Background: an optimization exercise with open tools, aiming at a short achievable clock period and few clock cycles per item. Do not read the settings as production practice.
Where RTL was checked, it was by simulation tests only, not by an equivalence proof against the original.
Function not checked in run 4: the RTL went through the layout flow alone.
Power is estimated from default activity; no workload was simulated.

===== standard.sh =====
#!/bin/bash
# synth_recipe.tcl (not shown) runs the flow's synth.tcl, then flattens the netlist and writes it again
# the make line also repeats each setting of config.mk as NAME=value (left out here)
make -C /OpenROAD-flow-scripts/flow DESIGN_CONFIG=/design/flow/config.mk WORK_HOME=/design/flow/orfs CLKGATE_MAP_FILE= SYNTH_SCRIPT=/design/flow/synth_recipe.tcl "${@:-finish}"

===== flow/run.sh =====
#!/bin/bash
# Standard ORFS layout (the standard.sh), with timing repair aimed
# below the clock period. ORFS writes each step's log under orfs/logs.
bash standard.sh SETUP_SLACK_MARGIN=5.7 finish > standard.log 2>&1

===== config.mk =====
export PLATFORM = sky130hd
export DESIGN_NAME = tcp_engine
export DESIGN_NICKNAME = tcp_engine
export VERILOG_FILES = /design/flow/design.v
export SDC_FILE = /design/flow/constraint.sdc
export NUM_CORES = 4
export LEC_CHECK = 0
export ABC_CLOCK_PERIOD_IN_PS = 2500
export CAP_MARGIN = 50
export CORE_MARGIN = 2
export CORE_UTILIZATION = 40
export SLEW_MARGIN = 20

===== design.v =====
`timescale 1ns/1ps
package tcp_pkg;
    localparam int NUM_FLOWS = 4;
    localparam int FLOWID_W  = 2;
    localparam int SEQ_W     = 32;
    localparam int LEN_W     = 16;
    localparam int MAX_SEG   = 64;
    typedef logic [FLOWID_W-1:0]  flowid_t;
    typedef logic [SEQ_W-1:0]     seq_t;
    typedef logic [LEN_W-1:0]     len_t;
    typedef logic [NUM_FLOWS-1:0] flow_mask_t;
    typedef struct packed {
        logic ack;
        logic data;
    } tcp_flags_t;
    typedef struct packed {
        flowid_t flowid;
        seq_t    seq;
        len_t    len;
    } rx_hdr_t;
    typedef struct packed {
        seq_t       seq;
        seq_t       ack;
        tcp_flags_t flags;
    } tcp_hdr_t;
    typedef struct packed {
        flowid_t  flowid;
        tcp_hdr_t hdr;
        len_t     len;
    } send_pkt_t;
    function automatic logic [31:0] add32(input logic [31:0] a,
                                          input logic [31:0] b,
                                          input logic        cin);
        logic [31:0] p;
        logic [31:0] gg;
        logic [31:0] pp;
        logic [31:0] gn;
        logic [31:0] pn;
        logic [31:0] c;
        p  = a ^ b;
        gg = a & b;
        pp = p;
        for (int d = 1; d < 32; d = d * 2) begin
            gn = gg;
            pn = pp;
            for (int i = d; i < 32; i++) begin
                gn[i] = gg[i] | (pp[i] & gg[i-d]);
                pn[i] = pp[i] & pp[i-d];
            end
            gg = gn;
            pp = pn;
        end
        c[0] = cin;
        for (int i = 1; i < 32; i++) begin
            c[i] = gg[i-1] | (pp[i-1] & cin);
        end
        add32 = p ^ c;
    endfunction
    typedef enum logic {
        TX_IDLE,
        TX_SEND
    } tx_state_e;
endpackage
`timescale 1ns/1ps
module tcp_rx #(
     parameter int PW    = 2             
    ,parameter int DEPTH = 1 << PW
) (
     input                          clk
    ,input                          rst
    ,input                          rst_q
    ,input                          rx_hdr_val
    ,input  tcp_pkg::rx_hdr_t       rx_hdr
    ,output logic                   rx_hdr_rdy
    ,input  logic [tcp_pkg::NUM_FLOWS-1:0][31:0] head_seq
    ,output logic [tcp_pkg::NUM_FLOWS-1:0][31:0] exp_seq
    ,output logic                   ack_val
    ,output tcp_pkg::send_pkt_t     ack_pkt
    ,input                          ack_rdy
);
    logic               rdy_q;
    logic [PW:0]        occ_q;       
    logic [PW:0]        occ_d;
    logic               hdr_xfer;
    logic               h1_val;
    tcp_pkg::rx_hdr_t   h1;
    logic [8:0]         h1_b0;       
    logic [8:0]         h1_b1;       
    logic [8:0]         h1_b1c;      
    logic [15:0]        h1_hi_inc;   
    logic [16:0]        h1_lo;       
    tcp_pkg::seq_t      h1_sum;      
    tcp_pkg::seq_t      h1_exp;      
    tcp_pkg::seq_t      h1_head;     
    logic               h1_in_order;
    tcp_pkg::flow_mask_t eq_exp;
    logic               eq_sum;
    logic               fwd;
    logic               in_order_d;
    tcp_pkg::seq_t      exp_d;
    tcp_pkg::seq_t      head_d;
    tcp_pkg::flowid_t   fifo_flowid [DEPTH];
    tcp_pkg::seq_t      fifo_seq    [DEPTH];
    tcp_pkg::seq_t      fifo_ack    [DEPTH];
    logic [PW-1:0]      wr_q;
    logic [PW-1:0]      rd_q;
    logic [PW:0]        cnt_q;
    logic               ack_pop;
    assign rx_hdr_rdy = rdy_q;
    assign hdr_xfer   = rx_hdr_val & rdy_q;
    assign ack_pop    = ack_val & ack_rdy;
    assign occ_d      = occ_q + (PW+1)'(hdr_xfer) - (PW+1)'(ack_pop);
    always_ff @(posedge clk) begin
        if (rst) begin
            occ_q  <= '0;
            rdy_q  <= 1'b1;
            h1_val <= 1'b0;
        end else begin
            occ_q  <= occ_d;
            rdy_q  <= occ_d < (PW+1)'(DEPTH);
            h1_val <= hdr_xfer;
        end
    end
    always_comb begin
        for (int i = 0; i < tcp_pkg::NUM_FLOWS; i++) begin
            eq_exp[i] = rx_hdr.seq == exp_seq[i];
        end
    end
    assign h1_lo  = {h1_b0[8] ? h1_b1c : h1_b1, h1_b0[7:0]};
    assign h1_sum = {h1_lo[16] ? h1_hi_inc : h1.seq[31:16], h1_lo[15:0]};
    assign eq_sum = rx_hdr.seq == h1_sum;
    assign fwd    = h1_val && h1_in_order && h1.flowid == rx_hdr.flowid;
    always_comb begin
        if (rst_q) begin
            in_order_d = rx_hdr.seq == '0;
            exp_d      = '0;
            head_d     = '0;
        end else begin
            in_order_d = fwd ? eq_sum : eq_exp[rx_hdr.flowid];
            exp_d      = fwd ? h1_sum : exp_seq[rx_hdr.flowid];
            head_d     = head_seq[rx_hdr.flowid];
        end
    end
    always_ff @(posedge clk) begin
        h1          <= rx_hdr;
        h1_b0       <= {1'b0, rx_hdr.seq[7:0]}  + {1'b0, rx_hdr.len[7:0]};
        h1_b1       <= {1'b0, rx_hdr.seq[15:8]} + {1'b0, rx_hdr.len[15:8]};
        h1_b1c      <= {1'b0, rx_hdr.seq[15:8]} + {1'b0, rx_hdr.len[15:8]} + 9'd1;
        h1_hi_inc   <= 16'(tcp_pkg::add32({16'd0, rx_hdr.seq[31:16]}, 32'd0, 1'b1));
        h1_exp      <= exp_d;
        h1_head     <= head_d;
        h1_in_order <= in_order_d;
    end
    always_ff @(posedge clk) begin
        if (rst_q) begin
            exp_seq <= '0;
        end else begin
            for (int i = 0; i < tcp_pkg::NUM_FLOWS; i++) begin
                if (h1_val && h1_in_order && h1.flowid == tcp_pkg::flowid_t'(i)) begin
                    exp_seq[i] <= h1_sum;
                end
            end
        end
    end
    always_ff @(posedge clk) begin
        if (rst || rst_q) begin
            ack_val <= 1'b0;
        end else begin
            ack_val <= (cnt_q + (PW+1)'(h1_val) - (PW+1)'(ack_pop)) != '0;
        end
    end
    always_ff @(posedge clk) begin
        if (rst_q) begin
            wr_q    <= '0;
            rd_q    <= '0;
            cnt_q   <= '0;
        end else begin
            if (h1_val) begin
                wr_q <= wr_q + 1'b1;
            end
            if (ack_pop) begin
                rd_q <= rd_q + 1'b1;
            end
            cnt_q   <= cnt_q + (PW+1)'(h1_val) - (PW+1)'(ack_pop);
        end
    end
    always_ff @(posedge clk) begin
        for (int i = 0; i < DEPTH; i++) begin
            if (h1_val && wr_q == PW'(i)) begin
                fifo_flowid[i] <= h1.flowid;
                fifo_seq[i]    <= h1_head;
                fifo_ack[i]    <= h1_in_order ? h1_sum : h1_exp;
            end
        end
    end
    assign ack_pkt.flowid         = fifo_flowid[rd_q];
    assign ack_pkt.hdr.seq        = fifo_seq[rd_q];
    assign ack_pkt.hdr.ack        = fifo_ack[rd_q];
    assign ack_pkt.hdr.flags.ack  = 1'b1;
    assign ack_pkt.hdr.flags.data = 1'b0;
    assign ack_pkt.len            = '0;
endmodule
`timescale 1ns/1ps
module tcp_tx (
     input                          clk
    ,input                          rst_q
    ,input                          tw_hit
    ,input  tcp_pkg::seq_t          tw_ptr
    ,output tcp_pkg::seq_t          head_seq
    ,output logic                   seg_val
    ,output logic [6:0]             seg_len
    ,input                          seg_take
);
    tcp_pkg::seq_t  head_q;
    tcp_pkg::seq_t  avail_q;
    logic           full_q;      
    logic           nz_q;        
    logic           fresh_q;     
    logic [25:0]    head_hi_inc;
    logic [6:0]     head_lo_sum;
    assign head_seq = head_q;
    assign seg_val  = nz_q;
    assign seg_len  = full_q ? 7'd64 : {1'b0, avail_q[5:0]};
    assign head_hi_inc = 26'(tcp_pkg::add32({6'd0, head_q[31:6]}, 32'd0, 1'b1));
    assign head_lo_sum = {1'b0, head_q[5:0]} + {1'b0, avail_q[5:0]};
    always_ff @(posedge clk) begin
        if (rst_q) begin
            head_q  <= '0;
            avail_q <= '0;
            full_q  <= 1'b0;
            nz_q    <= 1'b0;
            fresh_q <= 1'b0;
        end else if (tw_hit) begin
            avail_q <= tcp_pkg::add32(tw_ptr, ~head_q, 1'b1);
            full_q  <= 1'b0;
            nz_q    <= 1'b0;
            fresh_q <= 1'b1;
        end else if (fresh_q) begin
            full_q  <= avail_q[31:6] != '0;
            nz_q    <= avail_q != '0;
            fresh_q <= 1'b0;
        end else if (seg_take) begin
            if (full_q) begin
                head_q  <= {head_hi_inc, head_q[5:0]};
                avail_q <= {26'(tcp_pkg::add32({6'd0, avail_q[31:6]}, '1, 1'b0)), avail_q[5:0]};
                full_q  <= avail_q[31:7] != '0;
                nz_q    <= avail_q[31:7] != '0 || avail_q[5:0] != '0;
            end else begin
                head_q  <= {head_lo_sum[6] ? head_hi_inc : head_q[31:6], head_lo_sum[5:0]};
                avail_q <= '0;
                full_q  <= 1'b0;
                nz_q    <= 1'b0;
            end
        end
    end
endmodule
`timescale 1ns/1ps
module flow_state_regs (
     input                          clk
    ,input                          rst
    ,input                          tail_wr_val
    ,input  tcp_pkg::flowid_t       tail_wr_flowid
    ,input  tcp_pkg::seq_t          tail_wr_ptr
    ,output logic                   tw_val
    ,output tcp_pkg::flowid_t       tw_flowid
    ,output tcp_pkg::seq_t          tw_ptr
    ,output tcp_pkg::flow_mask_t    tw_hit
);
    always_ff @(posedge clk) begin
        tw_flowid <= tail_wr_flowid;
        tw_ptr    <= tail_wr_ptr;
    end
    always_ff @(posedge clk) begin
        if (rst) begin
            tw_val <= 1'b0;
            tw_hit <= '0;
        end else begin
            tw_val <= tail_wr_val;
            for (int i = 0; i < tcp_pkg::NUM_FLOWS; i++) begin
                tw_hit[i] <= tail_wr_val && tail_wr_flowid == tcp_pkg::flowid_t'(i);
            end
        end
    end
endmodule
`timescale 1ns/1ps
module rr_sched (
     input                          clk
    ,input                          rst_q
    ,input                          push_rdy
    ,input                          ack_val
    ,input  tcp_pkg::send_pkt_t     ack_pkt
    ,output logic                   ack_rdy
    ,input  tcp_pkg::flow_mask_t    tw_hit
    ,input  tcp_pkg::flow_mask_t    seg_val
    ,input  logic [tcp_pkg::NUM_FLOWS-1:0][6:0]  seg_len
    ,input  logic [tcp_pkg::NUM_FLOWS-1:0][31:0] head_seq
    ,input  logic [tcp_pkg::NUM_FLOWS-1:0][31:0] exp_seq
    ,output tcp_pkg::flow_mask_t    seg_take
    ,output logic                   push_val
    ,output tcp_pkg::send_pkt_t     push_pkt
);
    tcp_pkg::flowid_t    last_q;
    tcp_pkg::flowid_t    cand;
    tcp_pkg::flowid_t    pick_flowid;
    logic                pick_val;
    tcp_pkg::flow_mask_t ready;
    logic                data_go;
    tcp_pkg::send_pkt_t  data_pkt;
    assign ready = seg_val & ~tw_hit;
    always_comb begin
        pick_val    = 1'b0;
        pick_flowid = last_q;
        cand        = last_q;
        for (int i = 1; i <= tcp_pkg::NUM_FLOWS; i++) begin
            cand = last_q + tcp_pkg::flowid_t'(i);
            if (!pick_val && ready[cand]) begin
                pick_val    = 1'b1;
                pick_flowid = cand;
            end
        end
    end
    assign data_pkt.flowid         = pick_flowid;
    assign data_pkt.hdr.seq        = head_seq[pick_flowid];
    assign data_pkt.hdr.ack        = exp_seq[pick_flowid];
    assign data_pkt.hdr.flags.ack  = 1'b1;
    assign data_pkt.hdr.flags.data = 1'b1;
    assign data_pkt.len            = tcp_pkg::len_t'(seg_len[pick_flowid]);
    assign ack_rdy  = push_rdy;
    assign data_go  = push_rdy & ~ack_val & pick_val;
    assign push_val = push_rdy & (ack_val | pick_val);
    assign push_pkt = ack_val ? ack_pkt : data_pkt;
    always_comb begin
        for (int i = 0; i < tcp_pkg::NUM_FLOWS; i++) begin
            seg_take[i] = data_go && pick_flowid == tcp_pkg::flowid_t'(i);
        end
    end
    always_ff @(posedge clk) begin
        if (rst_q) begin
            last_q <= '1;
        end else if (data_go) begin
            last_q <= pick_flowid;
        end
    end
endmodule
`timescale 1ns/1ps
module send_pkt_mux (
     input                          clk
    ,input                          rst
    ,input                          rst_q
    ,input                          push_val
    ,input  tcp_pkg::send_pkt_t     push_pkt
    ,output logic                   push_rdy
    ,output logic                   tx_pkt_val
    ,output tcp_pkg::send_pkt_t     tx_pkt
    ,input                          tx_pkt_rdy
);
    tcp_pkg::send_pkt_t skid_pkt;
    logic               skid_val;
    logic               out_free;
    assign push_rdy = ~skid_val;
    assign out_free = ~tx_pkt_val | tx_pkt_rdy;
    always_ff @(posedge clk) begin
        if (rst || rst_q) begin
            tx_pkt_val <= 1'b0;
            skid_val   <= 1'b0;
        end else begin
            if (out_free) begin
                tx_pkt_val <= skid_val | push_val;
            end
            skid_val <= ~out_free & (skid_val | push_val);
        end
    end
    always_ff @(posedge clk) begin
        if (push_val) begin
            skid_pkt <= push_pkt;
        end
    end
    always_ff @(posedge clk) begin
        if (out_free) begin
            tx_pkt <= skid_val ? skid_pkt : push_pkt;
        end
    end
endmodule
`timescale 1ns/1ps
module tcp_engine (
     input                          clk
    ,input                          rst
    ,input                          rx_hdr_val
    ,input  logic [49:0]            rx_hdr       
    ,output logic                   rx_hdr_rdy
    ,input                          tail_wr_val
    ,input  logic [1:0]             tail_wr_flowid
    ,input  logic [31:0]            tail_wr_ptr
    ,output logic                   tx_pkt_val
    ,output logic [83:0]            tx_pkt       
    ,input                          tx_pkt_rdy
);
    localparam int NF = tcp_pkg::NUM_FLOWS;
    logic                   rst_q;
    always_ff @(posedge clk) begin
        rst_q <= rst;
    end
    tcp_pkg::rx_hdr_t       rx_hdr_s;
    tcp_pkg::send_pkt_t     tx_pkt_s;
    assign rx_hdr_s = rx_hdr;
    assign tx_pkt   = tx_pkt_s;
    logic [NF-1:0][31:0]    exp_seq;
    logic [NF-1:0][31:0]    head_seq;
    logic [NF-1:0][6:0]     seg_len;
    logic [NF-1:0]          seg_val;
    logic [NF-1:0]          seg_take;
    logic                   tw_val;
    tcp_pkg::flowid_t       tw_flowid;
    tcp_pkg::seq_t          tw_ptr;
    logic [NF-1:0]          tw_hit;
    logic                   ack_val;
    tcp_pkg::send_pkt_t     ack_pkt;
    logic                   ack_rdy;
    logic                   push_rdy;
    logic                   push_val;
    tcp_pkg::send_pkt_t     push_pkt;
    tcp_rx rx_engine (
         .clk           (clk            )
        ,.rst           (rst            )
        ,.rst_q         (rst_q          )
        ,.rx_hdr_val    (rx_hdr_val     )
        ,.rx_hdr        (rx_hdr_s       )
        ,.rx_hdr_rdy    (rx_hdr_rdy     )
        ,.head_seq      (head_seq       )
        ,.exp_seq       (exp_seq        )
        ,.ack_val       (ack_val        )
        ,.ack_pkt       (ack_pkt        )
        ,.ack_rdy       (ack_rdy        )
    );
    flow_state_regs flow_regs (
         .clk               (clk                )
        ,.rst               (rst                )
        ,.tail_wr_val       (tail_wr_val        )
        ,.tail_wr_flowid    (tail_wr_flowid     )
        ,.tail_wr_ptr       (tail_wr_ptr        )
        ,.tw_val            (tw_val             )
        ,.tw_flowid         (tw_flowid          )
        ,.tw_ptr            (tw_ptr             )
        ,.tw_hit            (tw_hit             )
    );
    for (genvar i = 0; i < NF; i++) begin : g_flow
        tcp_tx tx_engine (
             .clk           (clk                )
            ,.rst_q         (rst_q              )
            ,.tw_hit        (tw_hit[i]          )
            ,.tw_ptr        (tw_ptr             )
            ,.head_seq      (head_seq[i]        )
            ,.seg_val       (seg_val[i]         )
            ,.seg_len       (seg_len[i]         )
            ,.seg_take      (seg_take[i]        )
        );
    end
    rr_sched tx_scheduler (
         .clk           (clk            )
        ,.rst_q         (rst_q          )
        ,.push_rdy      (push_rdy       )
        ,.ack_val       (ack_val        )
        ,.ack_pkt       (ack_pkt        )
        ,.ack_rdy       (ack_rdy        )
        ,.tw_hit        (tw_hit         )
        ,.seg_val       (seg_val        )
        ,.seg_len       (seg_len        )
        ,.head_seq      (head_seq       )
        ,.exp_seq       (exp_seq        )
        ,.seg_take      (seg_take       )
        ,.push_val      (push_val       )
        ,.push_pkt      (push_pkt       )
    );
    send_pkt_mux tx_mux (
         .clk           (clk            )
        ,.rst           (rst            )
        ,.rst_q         (rst_q          )
        ,.push_val      (push_val       )
        ,.push_pkt      (push_pkt       )
        ,.push_rdy      (push_rdy       )
        ,.tx_pkt_val    (tx_pkt_val     )
        ,.tx_pkt        (tx_pkt_s       )
        ,.tx_pkt_rdy    (tx_pkt_rdy     )
    );
endmodule

===== constraint.sdc =====
create_clock -name core_clock -period 8.5 [get_ports {clk}]
set_input_delay 1.7000 -clock core_clock [delete_from_list [all_inputs] [get_ports {clk}]]
set_output_delay 1.7000 -clock core_clock [all_outputs]
set_load 0.01 [all_outputs]

==> results of run 1 <==
==> Yosys cell counts, types with 26 or more instances <==
cell      instances  area [µm²]
inv_1           225       844.6
nand2_1         634        2380
xor2_1          175        1533
a21o_1           53       397.9
nor3_1           94       470.5
and2_1           54       337.8
nand3_1         174       870.8
dfxtp_1         576       11530
buf_1            33       123.9
o211ai_1         46       345.3
o21ai_0         365        1827
mux2i_1          39       390.4
nor4_1           89       556.8
nand4_1          65       406.6
ha_1            195        2440
nand2b_1         26       162.7
a211oi_1        157        1179
mux2_2           87       979.7
a222oi_1         68       680.7
nor2_1          543        2038
clkbuf_1        256       960.9
and3_1           30       187.7
nor2b_1          28       175.2
mux4_2           64        1441
xnor2_1         225        1971
buf_2            31       155.2
a21oi_1         309        1546
edfxtp_1        412       12370
==> kinds of logic (layout without fill, tap and decap cells) <==
group,after synthesis,after routing,share of synthesized area (%)
muxes,190,190,5.467
xor gates and xnor gates,400,400,6.812
and+or+nand+nor,1843,1849,16.36
other,2,13,0.01460
AOI/OAI and AO/OA,1242,1244,15.54
buffers and inverters,561,903,4.277
DFF,988,988,46.48
adders and majority gates,203,203,5.056
==> cells in the final DEF (no fill, tap or decap), drive strengths merged, types with 160 or more instances in the layout <==
| cell | Yosys | final |
|---|---|---|
| buf | 76 | 393 |
| nand3 | 175 | 175 |
| xnor2 | 225 | 225 |
| ha | 195 | 195 |
| xor2 | 175 | 175 |
| a21oi | 310 | 310 |
| a211oi | 160 | 160 |
| nor2 | 543 | 543 |
| inv | 225 | 223 |
| nand2 | 636 | 636 |
| edfxtp | 412 | 412 |
| o21ai | 371 | 371 |
| dfxtp | 576 | 576 |
==> path summary, 6_finish.rpt <==
| path | to | slack (ns) | cells after the start | from |
|---|---|---|---|---|
| setup / recovery | tx_pkt[52] | 5.26 | 1 | tx_mux.tx_pkt[52]$_DFFE_PP_ |
| hold / removal | rx_engine.fifo_seq[2][4]$_DFFE_PP_ | 0.48 | 0 | rx_engine.h1_head[4]$_SDFF_PP0_ |
| hold reg to reg | rx_engine.fifo_seq[2][4]$_DFFE_PP_ | 0.48 | 0 | rx_engine.h1_head[4]$_SDFF_PP0_ |
| setup reg to reg | g_flow[1].tx_engine.avail_q[31]$_SDFFE_PP0P_ | 5.48 | 15 | flow_regs.tw_ptr[0]$_DFF_P_ |
==> per-stage QoR <==
stage | worst slack (ns) | cell area (µm²) | hold WS, ns
after floorplan | 5.152 | 52120 | 0.4383
after global placement | 4.217 | 54630 | 0.4547
after detailed placement | 4.180 | 55290 | 0.4685
after CTS | 5.217 | 61570 | 0.4727
after global routing | 5.256 | 63910 | 0.4839
final | 5.257 | 63920 | 0.4779
==> area by class of cell <==
cell class,instances,area (µm²)
multi-input combinational,3896,28620
tap,1662,2079
inverter,227,867.1
clock buffer,142,2919
fill,11460,63600
timing repair buffer,476,4616
clock inverter,58,742.0
sequential,988,24070
antenna,3,7.507
==> state kept, by name, indices dropped and copies added (netlist names), 16 cells and up <==
signal                    cells
rx_engine.h1_head            32
tx_mux.skid_pkt              74
g_flow.tx_engine.avail_q    128
rx_engine.h1                 18
rx_engine.fifo_seq          128
rx_engine.h1_exp             32
rx_engine.h1_hi_inc          16
rx_engine.exp_seq           128
flow_regs.tw_ptr             32
rx_engine.fifo_ack          128
g_flow.tx_engine.head_q     128
tx_mux.tx_pkt                74
==> power breakdown <==
| part | leakage [nW] | switching (mW) | internal [mW] |
|---|---|---|---|
| clock network | 1.76 | 2.08 | 2.80 |
| logic | 12.8 | 1.79 | 1.07 |
| registers | 8.76 | 0.249 | 5.42 |
==> routing by layer <==
layer | GRT usage, % | vias up
met4 | 9.568 | 2
met1 | 36.02 | 21740
met2 | 43.96 | 2082
met5 | 0 | -
li1 | - | 20160
met3 | 4.961 | 399
==> worst reg2reg max path: cells and delay by family, from the launching register on <==
kind                     cells  cell delay [ns]
AO/OA/AOI/OAI                7             1.26
adder cells (fa/ha/maj)      1             0.24
buffers and inverters        5             0.69
flip-flops                   1             0.38
multiplexers                 1             0.33
AND/OR/NAND/NOR              1             0.09
==> timing repair <==
action                     CTS  global route
gates resized for setup    880           404
hold endpoints to repair     0             0
pin swaps                  136           203
gates cloned                20             3
setup endpoints to repair  664           379
setup buffers              105            86
==> flow_summary_export.csv, run 1 <==
group,metric,value,unit
worst_setup_path,slowest_delay,0.58,ns
power_and_ir_drop,p_per_area,209.8,nW/µm²
timing,rsz0062_at_grt,"true",
floorplanning,coreArea,127500,µm²
worst_hold_path,min_path_type,"flop to flop",
timing,min_period_over_period,38.16,%
placed_design,place_hpwl,123100,µm
synth,yosysWarnings,9,
floorplanning,die_area,131500,µm²
routing,drtIter0Drc,4962,
finish,drive_gt1_share,23.33,%
routing,routed-via-count,44390,
clock_network,cts_sinks,988,
synth,ys_types,92,
power_and_ir_drop,peakVddDrop,0.0001722,V
clock_network,cts_root_buf,"clkbuf_16",
synth,synth_cells,5429,
clock_network,clock_latency,0.77,ns
synth,synthArstFlopShare,0,%
routing,route.met2.wl,85840,µm
global_routing,grt_pass1_vias,41890,
clock_network,h-tree-depth,3,
timing,finalCriticalPeriod,3.243,ns
global_routing,groute.usage.overall,27.04,%
synth,ys_seq_area_share,46.48,%
worst_setup_path,cp.arrival,1.54,ns
timing,slew_viol_final,0,
worst_setup_path,crit_required,6.80,ns
finish,syn_to_final_growth,24.29,%
worst_setup_path,worstPathCellList,"buf_2",
floorplanning,rows,131,
floorplanning,die_y,362.6,µm
synth,synth_area,51430,µm²
worst_setup_path,path_max_fanout,1,
timing,worstMarginPinSlew,0.8273,ns
worst_setup_path,criticalPathCategory,"flop to output port",
worst_setup_path,cpMaxStageDelayCell,"edfxtp_1",
run,drv_cap,0,
routing,highest_layer,"met5",
routing,drt_wl_total,184600,µm
global_routing,grt_max_degree,87,
timing,relSlewSlack,44.85,%
worst_setup_path,worstSetupEndpointType,"output port",
floorplanning,start_util,40.33,%
synth,syn-mean-instance-area,9.473,µm²
placed_design,numPlacedInstances,7033,
synth,synth_edf_count,412,
floorplanning,die_w,362.6,µm
global_routing,grt-ovfl-total,0,
timing,clock.fmax,0.3083,GHz
clock_network,cts-hold-fix-buffers,0,
routing,drc_errors,0,
placed_design,gp_congestion,0.9904,
routing,wire_per_inst,24.77,µm
global_routing,antenna_found_initial,11,
timing,finalSetupViolCount,0,
timing,setup_tns,0,ns
global_routing,grt_pass1_wl,270400,µm
clock_network,cts.clk_slew.worst_paths,0.06,ns
routing,wl_met1,74910,µm
clock_network,clock_path_buffers,3,
clock_network,cts_tree,"done",
synth,ys.flop_type,"dfxtp_1",
clock_network,cts_made_buffers,107,
routing,ant_nets,0,
placed_design,port_buffers,164,
floorplanning,io_pins,175,
synth,yosys_register_bits,988,
outcome,status,"finished clean",
power_and_ir_drop,power.total,13.41,mW
finish,final_cells,7452,
routing,via_per_inst,5.957,
finish,finish.utilization,50.13,%
timing,hold_violations,0,
worst_setup_path,cp_num_buf_inv,1,
routing,drt-pass1-iter-count,9,
worst_setup_path,cp-start-kind,"flop",
finish,num-nets-final,5988,
routing,wl_met3,16660,µm
power_and_ir_drop,power.leakage,23.34,nW
timing,clock_skew,0.08180,ns
worst_setup_path,crit_family,"flip-flops",
Testbench counts, summed over its fixed seeds: cycles 2,067, packets 1,793.
==> run 2, diff against run 1 <==
--- a/config.mk
+++ b/config.mk
@@ -10,3 +10,3 @@
 export CORE_MARGIN = 2
 export CORE_UTILIZATION = 40
-export SLEW_MARGIN = 20
+export SLEW_MARGIN = 40
==> flow_summary_export.csv, run 2 <==
group,metric,value,unit
routing,via_per_inst,5.960,
timing,hold_violations,0,
clock_network,cts-hold-fix-buffers,0,
power_and_ir_drop,power.leakage,23.16,nW
worst_setup_path,criticalPathCategory,"flop to output port",
finish,num-nets-final,5985,
worst_setup_path,critPathCapture,"tx_pkt[52]",
routing,ant_nets,0,
worst_setup_path,timing.rr.end,"g_flow[1].tx_engine.avail_q[24]$_SDFFE_PP0P_",
timing,setup_tns,0,ns
worst_setup_path,worstSetupEndpointType,"output port",
power_and_ir_drop,netSwitchingFraction,31.09,%
synth,synth_area,51430,µm²
timing,worstMarginPinSlew,0.7794,ns
power_and_ir_drop,switching_power,4.161,mW
timing,clock_skew,0.07046,ns
global_routing,grt_pass1_vias,41620,
finish,n_antenna_cell,0,
routing,drtIter0Drc,4895,
global_routing,groute.usage.overall,27.07,%
timing,min_period_over_period,38.16,%
placed_design,place_hpwl,121900,µm
finish,drive_gt1_share,23.01,%
synth,synth_edf_count,412,
routing,drt_wl_total,185500,µm
synth,synth.most_common_cell,"nand2_1",
power_and_ir_drop,peakVddDrop,0.0001678,V
routing,drc_errors,0,
synth,synthArstFlopShare,0,%
placed_design,port_buffers,164,
clock_network,cts.clk_slew.worst_paths,0.07,ns
worst_setup_path,worstPathCellList,"buf_2",
worst_setup_path,r2r_cells,17,
worst_setup_path,r2r_start,"flow_regs.tw_ptr[0]$_DFF_P_",
run,drv_cap,0,
floorplanning,rows,131,
clock_network,cts_tree,"done",
synth,yosysWarnings,9,
worst_setup_path,r2r_slack,5.40,ns
timing,clock.fmax,0.3083,GHz
worst_setup_path,cp_num_buf_inv,1,
worst_setup_path,cpMaxStageDelayCell,"edfxtp_1",
synth,synthTopCellsByCount,"634 x nand2_1, 576 x dfxtp_1, 543 x nor2_1, 412 x edfxtp_1, 365 x o21ai_0",
clock_network,clock_path_buffers,3,
power_and_ir_drop,p_int,9.225,mW
synth,syn-mean-instance-area,9.473,µm²
worst_setup_path,slowest_delay,0.54,ns
clock_network,cts_sinks,988,
synth,ys.flop_type,"dfxtp_1",
global_routing,grt_max_degree,95,
placed_design,gp_congestion,0.9904,
synth,synth_top_area_share,24.06,%
synth,synth_top_cell_by_area,"edfxtp_1",
floorplanning,die_area,131500,µm²
worst_setup_path,crit_required,6.80,ns
timing,relSlewSlack,48.04,%
routing,wire_per_inst,24.90,µm
floorplanning,die_y,362.6,µm
clock_network,h-tree-depth,3,
finish,final_common_cell,"nand2_1",
timing,rsz0062_at_grt,"true",
timing,finalSetupViolCount,0,
floorplanning,die_w,362.6,µm
worst_setup_path,cp-start-kind,"flop",
synth,ys_top_cells_by_area,"edfxtp_1 24%, dfxtp_1 22%, ha_1 4.7%",
synth,synth_cells,5429,
worst_setup_path,path_max_fanout,1,
finish,syn_to_final_growth,23.98,%
worst_setup_path,crit_family,"flip-flops",
clock_network,cts_root_buf,"clkbuf_16",
clock_network,cts_made_buffers,107,
worst_hold_path,min_path_type,"flop to flop",
routing,drt-pass1-iter-count,8,
floorplanning,io_pins,175,
timing,finalCriticalPeriod,3.244,ns
power_and_ir_drop,p_seq_share,42.4,%
timing,slew_viol_final,0,
synth,ys_seq_area_share,46.48,%
outcome,status,"finished clean",
power_and_ir_drop,p_per_area,210.0,nW/µm²
global_routing,antenna_found_initial,10,
power_and_ir_drop,power.total,13.39,mW
clock_network,clock_latency,0.78,ns
synth,yosys_register_bits,988,
finish,fillers,11460,
finish,final_cell_mix,"615 x nand2_1, 511 x nor2_1, 501 x dfxtp_1",
worst_setup_path,crit_cells,1,
global_routing,grt-ovfl-total,0,
worst_setup_path,cp.arrival,1.54,ns
synth,ys_types,92,
power_and_ir_drop,p_clk_share,36.2,%
floorplanning,start_util,40.33,%
floorplanning,coreArea,127500,µm²
global_routing,grt_pass1_wl,270200,µm
routing,routed-via-count,44400,
power_and_ir_drop,pwr-share-comb,21.5,%
worst_setup_path,crit_start,"tx_mux.tx_pkt[52]$_DFFE_PP_",
## run 2: how the worst min path moves through the flow
stage / start / to / depth (start not counted)
6_report: rx_engine.h1_head[31]$_SDFF_PP0_ / rx_engine.fifo_seq[1][31]$_DFFE_PP_ / 0
5_1_grt: rx_engine.h1_head[4]$_SDFF_PP0_ / rx_engine.fifo_seq[2][4]$_DFFE_PP_ / 0
4_1_cts: rx_engine.h1_head[31]$_SDFF_PP0_ / rx_engine.fifo_seq[1][31]$_DFFE_PP_ / 0
3_5_place_dp: rx_engine.h1_head[31]$_SDFF_PP0_ / rx_engine.fifo_seq[0][31]$_DFFE_PP_ / 0
3_3_place_gp: rx_engine.h1_head[19]$_SDFF_PP0_ / rx_engine.fifo_seq[1][19]$_DFFE_PP_ / 0
2_1_floorplan: rx_engine.h1_head[0]$_SDFF_PP0_ / rx_engine.fifo_seq[0][0]$_DFFE_PP_ / 0
## run 2: per-stage QoR
stage | utilization (%) | setup slack (ns) | cell area [µm²] | hold slack (ns) | instances
after floorplan | - | 5.152 | 52120 | 0.4383 | 5437
after global placement | 42.84 | 4.217 | 54630 | 0.4547 | 6984
after detailed placement | 43.15 | 4.194 | 55030 | 0.4669 | 7014
after CTS | 48.30 | 5.167 | 61590 | 0.4520 | 7359
after global routing | 50.00 | 5.222 | 63760 | 0.4749 | 7450
final | 50.00 | 5.256 | 63760 | 0.4625 | 7450
## run 2: per-layer routing
metal,share of wire [%],up-vias,GRT usage (%)
met1,40,21660,35.83
met5,0.029,-,0
li1,-,20150,-
met4,4.0,6,9.161
met2,46,2160,43.66
met3,9.8,425,6.024
## run 2: power groups by stage
stage          Sequential (mW)  Clock (mW)  Combinational (mW)
2_1_floorplan             5.71           0                1.46
3_3_place_gp              5.80           0                2.41
3_5_place_dp              5.80           0                2.48
4_1_cts                   5.68        4.90                2.67
5_1_grt                   5.70        5.08                3.08
6_report                  5.67        4.84                2.88
## run 2: cell families (layout without fill, tap and decap cells)
kind of cell | Yosys count | after routing | share of synthesized area (%)
flops | 988 | 988 | 46.48
compound gates | 1242 | 1244 | 15.54
fa+ha+maj | 203 | 203 | 5.056
mux | 190 | 190 | 5.467
simple gates | 1843 | 1849 | 16.36
other cells | 2 | 10 | 0.01460
xor+xnor | 400 | 400 | 6.812
buf+inv | 561 | 904 | 4.277
## run 2: area by class of cell
| cell class | instances | area [µm²] | share of cell area [%] |
|---|---|---|---|
| multi-input cells | 3896 | 28550 | 44.78 |
| flip-flops and latches | 988 | 24070 | 37.75 |
| repair buffers | 473 | 4567 | 7.162 |
| clock buffers | 145 | 2952 | 4.629 |
| well taps | 1662 | 2079 | 3.261 |
| inverters | 227 | 859.6 | 1.348 |
| clock inverters | 59 | 684.4 | 1.073 |
## run 2: repair_timing
item | in CTS | in global routing
endpoints found under the setup margin | 687 | 350
pin swaps | 146 | 201
gates cloned | 20 | 7
resized for setup | 901 | 359
buffers inserted | 121 | 70
## run 2: worst register-to-register path, cell delays in order, from the launching register on
cell	delay, ns
dfxtp_4	0.38
clkinvlp_4	0.14
buf_12	0.15
buf_6	0.11
ha_4	0.23
o211ai_1	0.18
buf_4	0.17
nand3_4	0.09
buf_6	0.15
a21oi_4	0.26
o31ai_4	0.13
buf_4	0.16
buf_6	0.12
nand2_8	0.08
o21ai_4	0.07
a21oi_1	0.18
xor2_1	0.26
o22ai_1	0.13
==> run 3, diff against run 2 <==
--- a/config.mk
+++ b/config.mk
@@ -7,6 +7,6 @@
 export LEC_CHECK = 0
 export ABC_CLOCK_PERIOD_IN_PS = 2500
-export CAP_MARGIN = 50
+export CAP_MARGIN = 60
 export CORE_MARGIN = 2
 export CORE_UTILIZATION = 40
-export SLEW_MARGIN = 40
+export SLEW_MARGIN = 20
==> flow_summary_export.csv, run 3 <==
group,metric,value,unit
global_routing,grt_max_degree,172,
clock_network,clock_latency,0.77,ns
synth,ys_seq_area_share,46.48,%
floorplanning,start_util,40.33,%
worst_setup_path,worstSetupEndpointType,"output port",
finish,final_cell_mix,"601 x nand2_1, 511 x nor2_1, 499 x dfxtp_1",
clock_network,cts.clk_slew.worst_paths,0.06,ns
worst_setup_path,worstPathCellList,"buf_2",
synth,synth_cells,5429,
clock_network,clock_path_buffers,3,
synth,yosysWarnings,9,
synth,syn-mean-instance-area,9.473,µm²
floorplanning,io_pins,175,
finish,final_cells,7492,
global_routing,groute.usage.overall,26.34,%
run,drv_cap,0,
placed_design,numPlacedInstances,7094,
floorplanning,die_y,362.6,µm
floorplanning,die_w,362.6,µm
timing,min_period_over_period,38.28,%
worst_setup_path,cp.arrival,1.55,ns
timing,setup_tns,0,ns
worst_setup_path,cp-start-kind,"flop",
timing,rsz0062_at_grt,"true",
worst_setup_path,r2r_start,"flow_regs.tw_ptr[0]$_DFF_P_",
worst_setup_path,cp_num_buf_inv,1,
timing,relSlewSlack,54.39,%
timing,clock_skew,0.07368,ns
finish,multi_input_area,28540,µm²
global_routing,grt_pass1_wl,264900,µm
routing,drc_errors,0,
worst_setup_path,cpMaxStageDelayCell,"edfxtp_1",
power_and_ir_drop,peakVddDrop,0.0001629,V
worst_hold_path,min_from,"rx_engine.h1_head[0]$_SDFF_PP0_",
routing,routed-via-count,44240,
placed_design,place_hpwl,125000,µm
synth,synth.most_common_cell,"nand2_1",
synth,yosys_register_bits,988,
power_and_ir_drop,p_per_area,209.4,nW/µm²
synth,synthTopCellsByCount,"634 x nand2_1, 576 x dfxtp_1, 543 x nor2_1, 412 x edfxtp_1, 365 x o21ai_0",
global_routing,grt-ovfl-total,0,
outcome,status,"finished clean",
finish,syn_to_final_growth,25.07,%
timing,hold_violations,0,
finish,finish.utilization,50.44,%
routing,drt-pass1-iter-count,8,
worst_setup_path,crit_start,"tx_mux.tx_pkt[52]$_DFFE_PP_",
finish,drive_gt1_share,23.87,%
finish,fillers,11410,
routing,via_per_inst,5.905,
finish,register_area,24060,µm²
timing,slew_viol_final,0,
worst_setup_path,path_max_fanout,1,
synth,synth_edf_count,412,
power_and_ir_drop,power.leakage,23.60,nW
worst_setup_path,crit_family,"flip-flops",
worst_hold_path,min_path_type,"flop to flop",
timing,finalCriticalPeriod,3.254,ns
clock_network,cts_made_buffers,108,
routing,ant_nets,0,
synth,synth_top_area_share,24.06,%
clock_network,cts_tree,"done",
finish,num-nets-final,6025,
floorplanning,die_area,131500,µm²
synth,synthArstFlopShare,0,%
clock_network,cts_sinks,988,
timing,clock.fmax,0.3073,GHz
global_routing,grt_pass1_vias,41840,
worst_setup_path,crit_required,6.80,ns
clock_network,h-tree-depth,3,
global_routing,antenna_found_initial,11,
finish,final_common_cell,"nand2_1",
synth,ys_top_cells_by_area,"edfxtp_1 24%, dfxtp_1 22%, ha_1 4.7%",
clock_network,cts_root_buf,"clkbuf_16",
placed_design,gp_congestion,0.9904,
synth,ys.flop_type,"dfxtp_1",
routing,drt_wl_total,181500,µm
timing,worstMarginPinSlew,0.6841,ns
synth,ys_types,92,
synth,synth_top_cell_by_area,"edfxtp_1",
clock_network,cts-hold-fix-buffers,0,
placed_design,port_buffers,164,
worst_setup_path,criticalPathCategory,"flop to output port",
routing,drtIter0Drc,4921,
worst_setup_path,slowest_delay,0.59,ns
synth,synth_area,51430,µm²
floorplanning,coreArea,127500,µm²
timing,finalSetupViolCount,0,
floorplanning,rows,131,
routing,wire_per_inst,24.23,µm
run 3: changes by cell type in the layout (fill, tap and decap cells not counted), moves of 8 or more:
cell and change:
buf_1 +8, xnor2_1 -11, nand2_1 -14, buf_12 +17, buf_4 +9, buf_2 +21, nand2_2 +10, nand3_1 -8
clkbuf_1 -9, o21ai_4 -8, xnor2_2 +13, o21ai_0 +9
run 3: area by class of cell:
type	instances	area share (%)
multi-input combinational	3891	44.37
sequential	988	37.41
timing repair buffer	517	7.847
clock buffer	145	4.782
tap	1662	3.233
inverter	227	1.342
clock inverter	60	1.008
antenna	2	0.007781
run 3: path summary, 6_finish.rpt:
| path | endpoint | slack [ns] | cells after the start |
|---|---|---|---|
| setup / recovery | tx_pkt[52] | 5.25 | 1 |
| hold / removal | rx_engine.fifo_seq[0][0]$_DFFE_PP_ | 0.48 | 0 |
| setup reg to reg | g_flow[3].tx_engine.avail_q[17]$_SDFFE_PP0P_ | 5.49 | 16 |
| hold reg to reg | rx_engine.fifo_seq[0][0]$_DFFE_PP_ | 0.48 | 0 |
run 3: logic make-up after synthesis:
family / Yosys count / synth area share, %
and+or+nand+nor: 1843 / 16.36
buffers and inverters: 561 / 4.277
adders and majority gates: 203 / 5.056
xor gates and xnor gates: 400 / 6.812
other: 2 / 0.01460
muxes: 190 / 5.467
DFF: 988 / 46.48
AOI/OAI and AO/OA: 1242 / 15.54
run 3: power breakdown:
part	internal (mW)	leakage, nW	total [mW]	switching [mW]
clock	2.81	1.83	4.90	2.09
sequential	5.42	8.76	5.66	0.238
combinational	1.12	13.0	2.91	1.79
total	9.35	23.6	13.5	4.12
run 3: layer usage:
metal	up-vias	wire (µm)	share of wire [%]	GRT usage, %
li1	20190	-	-	-
met1	21650	74390	41	35.18
met2	1996	84370	46	42.84
met3	400	15340	8.5	4.710
met4	6	7361	4.1	9.202
met5	-	45	0.025	0
run 3: per-stage QoR:
step	hold WS [ns]	area (µm²)	setup slack (ns)	power, mW
after global placement	0.4547	54630	4.217	8.206
after CTS	0.4728	61980	5.208	13.31
final	0.4760	64320	5.246	13.47
after global routing	0.4984	64310	5.233	13.97
after detailed placement	0.4641	55870	4.186	8.371
after floorplan	0.4383	52120	5.152	7.167
run 3: what timing repair did:
item	in CTS	in global routing
pin swaps	143	210
endpoints found under the setup margin	542	386
setup buffers	104	64
cloned	12	11
resized for setup	820	459
==> run 4, diff against run 3 <==
--- a/design.v
+++ b/design.v
@@ -85,9 +85,4 @@
     logic               h1_val;
     tcp_pkg::rx_hdr_t   h1;
-    logic [8:0]         h1_b0;       
-    logic [8:0]         h1_b1;       
-    logic [8:0]         h1_b1c;      
-    logic [15:0]        h1_hi_inc;   
-    logic [16:0]        h1_lo;       
     tcp_pkg::seq_t      h1_sum;      
     tcp_pkg::seq_t      h1_exp;      
@@ -127,6 +122,4 @@
         end
     end
-    assign h1_lo  = {h1_b0[8] ? h1_b1c : h1_b1, h1_b0[7:0]};
-    assign h1_sum = {h1_lo[16] ? h1_hi_inc : h1.seq[31:16], h1_lo[15:0]};
     assign eq_sum = rx_hdr.seq == h1_sum;
     assign fwd    = h1_val && h1_in_order && h1.flowid == rx_hdr.flowid;
@@ -144,8 +137,5 @@
     always_ff @(posedge clk) begin
         h1          <= rx_hdr;
-        h1_b0       <= {1'b0, rx_hdr.seq[7:0]}  + {1'b0, rx_hdr.len[7:0]};
-        h1_b1       <= {1'b0, rx_hdr.seq[15:8]} + {1'b0, rx_hdr.len[15:8]};
-        h1_b1c      <= {1'b0, rx_hdr.seq[15:8]} + {1'b0, rx_hdr.len[15:8]} + 9'd1;
-        h1_hi_inc   <= 16'(tcp_pkg::add32({16'd0, rx_hdr.seq[31:16]}, 32'd0, 1'b1));
+        h1_sum      <= tcp_pkg::add32(rx_hdr.seq, tcp_pkg::seq_t'(rx_hdr.len), 1'b0);
         h1_exp      <= exp_d;
         h1_head     <= head_d;
--- a/config.mk
+++ b/config.mk
@@ -7,6 +7,6 @@
 export LEC_CHECK = 0
 export ABC_CLOCK_PERIOD_IN_PS = 2500
-export CAP_MARGIN = 60
+export CAP_MARGIN = 20
 export CORE_MARGIN = 2
-export CORE_UTILIZATION = 40
+export CORE_UTILIZATION = 50
 export SLEW_MARGIN = 20
==> flow_summary_export.csv, run 4 <==
group,metric,value,unit
timing,min_period_over_period,41.03,%
global_routing,grt_max_degree,174,
timing,rsz0062_at_grt,"true",
routing,drc_errors,0,
timing,relSlewSlack,16.91,%
worst_setup_path,crit_required,9.09,ns
routing,wire_per_inst,26.56,µm
clock_network,cts_made_buffers,104,
placed_design,port_buffers,164,
synth,yosysWarnings,9,
floorplanning,die_w,320.2,µm
clock_network,cts_sinks,961,
power_and_ir_drop,p_per_area,203.5,nW/µm²
worst_setup_path,cp-start-kind,"input port",
synth,syn-mean-instance-area,9.476,µm²
synth,ys_seq_area_share,46.72,%
floorplanning,coreArea,99570,µm²
clock_network,cts.clk_slew.worst_paths,0.06,ns
worst_setup_path,path_max_fanout,6,
synth,ys_types,80,
clock_network,cts_root_buf,"clkbuf_16",
global_routing,antenna_found_initial,9,
global_routing,grt_pass1_wl,265000,µm
floorplanning,rows,116,
timing,slew_viol_final,0,
worst_setup_path,cp.arrival,4.08,ns
synth,synthArstFlopShare,0,%
timing,worstMarginPinSlew,1.246,ns
finish,syn_to_final_growth,32.66,%
synth,ys.flop_type,"dfxtp_1",
placed_design,gp_congestion,0.9752,
finish,final_common_cell,"nand2_1",
synth,synthTopCellsByCount,"704 x nand2_1, 549 x dfxtp_1, 429 x nor2_1, 412 x edfxtp_1, 407 x a21oi_1",
finish,drive_gt1_share,30.12,%
synth,yosys_register_bits,961,
synth,synth_top_cell_by_area,"edfxtp_1",
routing,routed-via-count,44910,
routing,ant_nets,0,
placed_design,place_hpwl,114400,µm
finish,final_cell_mix,"649 x nand2_1, 469 x dfxtp_1, 412 x edfxtp_1",
synth,synth_top_area_share,24.74,%
finish,num-nets-final,5962,
clock_network,clock_latency,0.72,ns
routing,via_per_inst,6.357,
worst_setup_path,criticalPathCategory,"input port to flop",
routing,drt_wl_total,187600,µm
power_and_ir_drop,peakVddDrop,0.0001685,V
floorplanning,die_area,102600,µm²
run,drv_cap,0,
global_routing,groute.usage.overall,34.32,%
synth,synth_edf_count,412,
clock_network,cts-hold-fix-buffers,0,
clock_network,clock_path_buffers,3,
clock_network,h-tree-depth,3,
worst_hold_path,min_path_type,"flop to flop",
timing,finalSetupViolCount,0,
timing,setup_tns,0,ns
power_and_ir_drop,power.leakage,24.55,nW
clock_network,cts_tree,"done",
synth,synth_cells,5277,
floorplanning,start_util,50.22,%
timing,clock.fmax,0.2867,GHz
worst_setup_path,worstSetupEndpointType,"flop",
floorplanning,die_y,320.2,µm
timing,finalCriticalPeriod,3.487,ns
routing,drtIter0Drc,5726,
synth,synth.most_common_cell,"nand2_1",
global_routing,grt-ovfl-total,0,
synth,ys_top_cells_by_area,"edfxtp_1 25%, dfxtp_1 22%, nand2_1 5.3%",
synth,synth_area,50000,µm²
timing,hold_violations,0,
global_routing,grt_pass1_vias,40050,
timing,clock_skew,0.02469,ns
routing,drt-pass1-iter-count,8,
power_and_ir_drop,power.total,13.50,mW
outcome,status,"finished clean",
floorplanning,io_pins,175,
==> run 4: changes by cell type after synthesis, sizes merged, moves of 36 or more <==
cell,previous run,this run
o211ai,46,109
nor2b,28,64
nor2,543,429
clkbuf,258,300
o21ai,371,296
a21oi,310,408
nand3,175,107
xnor2,225,264
nand2,636,705
a211oi,160,48
==> run 4: final timing paths <==
check | from | slack (ns) | depth (start not counted) | end
worst max-delay path | rx_hdr[4] | 5.01 | 12 | rx_engine.h1_sum[19]$_DFF_P_
worst min-delay path | rx_engine.h1_head[14]$_SDFF_PP0_ | 0.47 | 0 | rx_engine.fifo_seq[3][14]$_DFFE_PP_
worst max register to register | flow_regs.tw_hit[2]$_SDFF_PP0_ | 5.05 | 9 | tx_mux.tx_pkt[43]$_DFFE_PP_
worst min register to register | rx_engine.h1_head[14]$_SDFF_PP0_ | 0.47 | 0 | rx_engine.fifo_seq[3][14]$_DFFE_PP_
==> run 4: area by class of cell <==
cell class                 count  area [µm²]
clock inverter                49       691.9
clock buffer                 149        3035
multi-input combinational   3781       30000
sequential                   961       23570
timing repair buffer         617        6606
inverter                     209       807.0
antenna                        1       2.502
fill                        7571       33230
tap                         1298        1624
==> run 4: cells by family after synthesis <==
logic type / after synthesis / share of synthesized area (%)
AND/OR/NAND/NOR: 1759 / 16.03
AO/OA/AOI/OAI: 1214 / 15.35
flip-flops: 961 / 46.72
buffers and inverters: 561 / 4.306
XOR/XNOR: 404 / 7.076
adder cells (fa/ha/maj): 199 / 5.084
multiplexers: 177 / 5.417
other: 2 / 0.01502
==> run 4: through the flow <==
stage	setup WS, ns	area, µm²	cells	utilization, %	hold slack (ns)
final	5.013	66330	7065	66.62	0.4743
after global routing	4.906	66330	7064	66.62	0.4951
after CTS	5.054	62130	6925	62.40	0.4673
after detailed placement	3.257	52560	6436	52.79	0.4637
after global placement	3.314	52560	6435	52.78	0.4563
after floorplan	4.609	50660	5285	-	0.4383
==> run 4: timing repair <==
action | in CTS | in global routing
cloned | 40 | 7
resized for setup | 1281 | 729
setup endpoints to repair | 704 | 525
setup buffers | 251 | 129
pin swaps | 279 | 356
==> run 4: worst max-delay path: stages <==
cell and delay [ns]:
dlygate4sd2_1 0.28, ha_4 0.26, o21a_1 0.17, o21a_1 0.19, nand3_1 0.11, o211ai_1 0.14, and3_1 0.21, o31a_1 0.30
o41a_1 0.40, buf_6 0.15, nand4_1 0.09, xnor2_1 0.08
==> run 4: where the power goes <==
part	total, mW	switching, mW	internal, mW
Clock	4.87	2.02	2.85
Combinational	3.08	1.84	1.24
Sequential	5.55	0.249	5.30
Total	13.5	4.11	9.39
==> run 4: per-layer routing <==
metal	global-route usage (%)	up-vias	part of all wire (%)
met4	10.45	10	3.6
met3	9.396	452	13
li1	-	19860	-
met2	47.32	2640	41
met5	0	-	0.035
met1	51.81	21950	42

## static timing again, ports no longer ideal
The flow's constraints put no driver on any port. The routed layouts listed below were extracted and timed again, unchanged, in two steps.
Step 1: set_driving_cell puts a clkbuf_16 on clk and a buf_2 on each other input, an assumption about the parent block.
Step 2 moves the port delays by t, midway between the first and last clock arrival at a register: inputs arrive t later, outputs are due t later. That takes back most of the time a late clock gives input paths.
Slacks: no drivers / after step 1 / after step 2; pairs: no drivers / after step 1.
| run | t (ns) | slack for setup (ns) | hold WS [ns] | pins driven straight from the clock port |
|---|---|---|---|---|
| run 1 | 0.812 | 5.257 / 5.177 / 4.903 | 0.478 / 0.478 / 0.478 | 1 |
| run 2 | 0.824 | 5.256 / 5.181 / 4.869 | 0.463 / 0.463 / 0.463 | 1 |
| run 3 | 0.809 | 5.246 / 5.171 / 4.905 | 0.476 / 0.476 / 0.476 | 1 |
| run 4 | 0.788 | 5.013 / 5.048 / 4.261 | 0.474 / 0.474 / 0.474 | 1 |
After both steps setup and hold are still met in every run listed. For run 4, which loses most, drivers alone change the setup slack by +0.035 ns; drivers and shift together by -0.752 ns.
